Background: an optimization exercise with open tools, aiming at small area, a short achievable clock period and few clock cycles per item. Do not read the settings as production practice. Function was checked by simulation only, so behaviour that the tests miss may differ from the original.

## conv_stage
module conv_stage (
  input  logic         clk,
  input  logic         rst,
  input  logic         in_valid,
  output logic         in_ready,
  input  logic [399:0] act,
  input  logic [399:0] kernel,
  output logic         out_valid,
  input  logic         out_ready,
  output logic [14:0]  conv_sum
);
  logic n1, n2, n3, n4, n5, n6, n7, n8, n9, n10, n11, n12, n13, n14, n15, n16, n17, n18, n19, n20;
  logic n21, n22, n23, n24, n25, n26, n27, n28, n29, n30, n31, n32, n33, n34, n35, n36, n37, n38, n39, n40;
  logic n41, n42, n43, n44, n45, n46, n47, n48, n49, n50, n51, n52, n53, n54, n55, n56, n57, n58, n59, n60;
  logic n61, n62, n63, n64, n65, n66, n67, n68, n69, n70, n71, n72, n73, n74, n75, n76, n77, n78, n79, n80;
  logic n81, n82, n83, n84, n85, n86, n87, n88, n89, n90, n91, n92, n93, n94, n95, n96, n97, n98, n99, n100;
  logic n101, n102, n103, n104, n105, n106, n107, n108, n109, n110, n111, n112, n113, n114, n115, n116, n117, n118, n119, n120;
  logic n121, n122, n123, n124, n125, n126, n127, n128, n129, n130, n131, n132, n133, n134, n135, n136, n137, n138, n139, n140;
  ...
export LEC_CHECK = 0
export CAP_MARGIN = 20
export CORE_MARGIN = 2
export CORE_UTILIZATION = 55
export SLEW_MARGIN = 20
export SYNTH_HIERARCHICAL = 1
export SYNTH_MINIMUM_KEEP_SIZE = 0
create_clock -name core_clock -period 13.0 [get_ports {clk}]
standard.sh (not shown) runs the stock make flow with config.mk's settings and CLKGATE_MAP_FILE= SYNTH_SCRIPT=/design/flow/synth_recipe.tcl, a recipe that flattens the netlist after the stock synthesis.
==> flow/flow/run.sh <==
#!/bin/bash
# Own layout flow: the standard synthesis and ORFS steps, with the port
# buffers made from the smallest buffer (buf_1) instead of the delay buffer
# that buffer_ports picks by default. Each step's full output goes to a log
# file of its own in this folder.
set -euo pipefail
ARGS=("BUFFER_PORTS_ARGS=-buffer_cell sky130_fd_sc_hd__buf_1")
if [[ -f flow/extra.mk.args ]]; then
  while IFS= read -r line; do [[ -n "$line" ]] && ARGS+=("$line"); done < flow/extra.mk.args
fi
bash standard.sh synth > synth.log 2>&1
for step in floorplan place cts route finish; do
  bash standard.sh "${ARGS[@]}" $step > $step.log 2>&1
done
test -f out/final.def
==> flow/flow/extra.mk.args <==
CTS_ARGS=-sink_clustering_enable -repair_clock_nets -dont_use_dummy_load -buf_list {sky130_fd_sc_hd__clkbuf_8 sky130_fd_sc_hd__clkbuf_16} -sink_clustering_size 16 -sink_clustering_max_diameter 50
Testbench counts at the start, summed over its fixed seeds: cycles 4,120, items 4,096.
Then changed:
==> flow/flow/run.sh (replaced) <==
#!/bin/bash
# Own layout flow: the standard synthesis and the standard ORFS steps,
# with the port buffers made from the smallest buffer (buf_1) instead of the
# delay buffer that buffer_ports picks by default. Extra make arguments, one
# per line, come from flow/extra.mk.args (every step) and
# flow/extra.<step>.args (that step only). Each step's full output goes to a
# log file of its own in this folder.
set -euo pipefail
read_args() {
  local f=$1
  if [[ -f $f ]]; then
    while IFS= read -r line; do [[ -n "$line" ]] && ARGS+=("$line"); done < "$f"
  fi
  return 0
}
bash standard.sh synth > synth.log 2>&1
for step in floorplan place cts route finish; do
  ARGS=("BUFFER_PORTS_ARGS=-buffer_cell sky130_fd_sc_hd__buf_1")
  read_args flow/extra.mk.args
  read_args flow/extra.$step.args
  bash standard.sh "${ARGS[@]}" $step > $step.log 2>&1
done
test -f out/final.def
==> flow/flow/extra.cts.args (new file) <==
SETUP_SLACK_MARGIN=9.25
==> flow/flow/extra.route.args (new file) <==
SETUP_SLACK_MARGIN=9.25
After rerunning: Final cell count went up by 0.33%; setup slack gets better by 0.25 ns; die area does not change.
Then changed:
==> flow/flow/extra.cts.args (replaced) <==
SETUP_SLACK_MARGIN=9.0
==> flow/flow/extra.mk.args (replaced) <==
CTS_ARGS=-sink_clustering_enable -repair_clock_nets -dont_use_dummy_load -buf_list {sky130_fd_sc_hd__clkbuf_8} -sink_clustering_size 16 -sink_clustering_max_diameter 50
==> flow/flow/extra.route.args (replaced) <==
SETUP_SLACK_MARGIN=9.0
After rerunning: Critical path depth came out higher by 2; first-iteration DRC count came out lower by a little under a tenth; non-clock buffer count came out lower by 22; setup slack gets worse by 0.026 ns; final area came out lower by about a fifth.
Then changed:
==> flow/flow/extra.cts.args (replaced) <==
SETUP_SLACK_MARGIN=9.1
==> flow/flow/extra.mk.args (replaced) <==
CTS_ARGS=-sink_clustering_enable -repair_clock_nets -dont_use_dummy_load -buf_list {sky130_fd_sc_hd__clkbuf_8 sky130_fd_sc_hd__clkbuf_16} -sink_clustering_size 16 -sink_clustering_max_diameter 50
==> flow/flow/extra.route.args (replaced) <==
SETUP_SLACK_MARGIN=9.1
Synthesized area is unchanged.
Critical path depth goes down by 2.
Flip-flop and latch count stays the same.
Cell area climbs by 12%.
Clock skew drops by 0.022 ns.
Register-to-register slack gets better by 0.03 ns.
Then changed:
==> flow/flow/run.sh (replaced) <==
#!/bin/bash
# Own layout flow: the standard synthesis and ORFS steps, with the port
# buffers made from the smallest buffer (buf_1) instead of the delay buffer
# that buffer_ports picks by default. Each step's full output goes to a log
# file of its own in this folder.
set -euo pipefail
ARGS=("BUFFER_PORTS_ARGS=-buffer_cell sky130_fd_sc_hd__buf_1")
if [[ -f flow/extra.mk.args ]]; then
  while IFS= read -r line; do [[ -n "$line" ]] && ARGS+=("$line"); done < flow/extra.mk.args
fi
bash standard.sh synth > synth.log 2>&1
for step in floorplan place cts route finish; do
  bash standard.sh "${ARGS[@]}" $step > $step.log 2>&1
done
test -f out/final.def
--- a/flow/config.mk
+++ b/flow/config.mk
@@ -10,0 +11 @@
+export PLACE_DENSITY = 0.72
removed: flow/flow/extra.cts.args
removed: flow/flow/extra.route.args
- cell area decreases by 11%
- global-route usage goes up by 0.78 points
- synthesized area is unchanged
- register-to-register slack gets worse by 0.36 ns
Then changed:
--- a/flow/config.mk
+++ b/flow/config.mk
@@ -10,2 +10 @@
-export CORE_UTILIZATION = 55
-export PLACE_DENSITY = 0.72
+export CORE_UTILIZATION = 70
removed: flow/flow/extra.mk.args
Outcome:
- non-clock buffer count rises by 1
- design area stays flat
- die area falls by 21%
- synthesized cell count stays the same
- clock-buffer cell count rises by 10
- wire length rises by 1.2%

==> separate check: timing with driven ports <==
The results above use ideal ports. As a check the final layouts listed here were re-extracted and re-timed, cells and wires unchanged.
Step 1 assumes that a clkbuf_16 drives the clock port and a buf_2 every other input.
Step 2 moves the port delays by t, midway between the first and last clock arrival at a register: inputs arrive t later, outputs are due t later. That takes back most of the time a late clock gives input paths.
Slacks: ideal / step 1 / step 2; pairs: ideal / step 1.
run	t, ns	slack for setup (ns)	worst setup path at the end	worst slew at a driven data input, ns	pins driven straight from the clock port
the first run	0.644	8.733 / 8.766 / 8.122	input to register	0.11	1
the second run	0.651	8.986 / 8.944 / 8.293	input to register	0.20	1
the third run	0.704	8.960 / 8.960 / 8.259	input to register	0.11	1
the fourth run	0.655	8.980 / 8.985 / 8.335	input to register	0.14	1
the fifth run	0.659	8.632 / 8.632 / 8.094	input to register	0.12	1
the sixth run	0.722	8.518 / 8.518 / 8.048	input to register	0.12	1
After both steps every run listed still meets setup and hold. The setup slack of the third run, which loses most, moves by 0.000 ns with the drivers and by -0.701 ns with both steps.
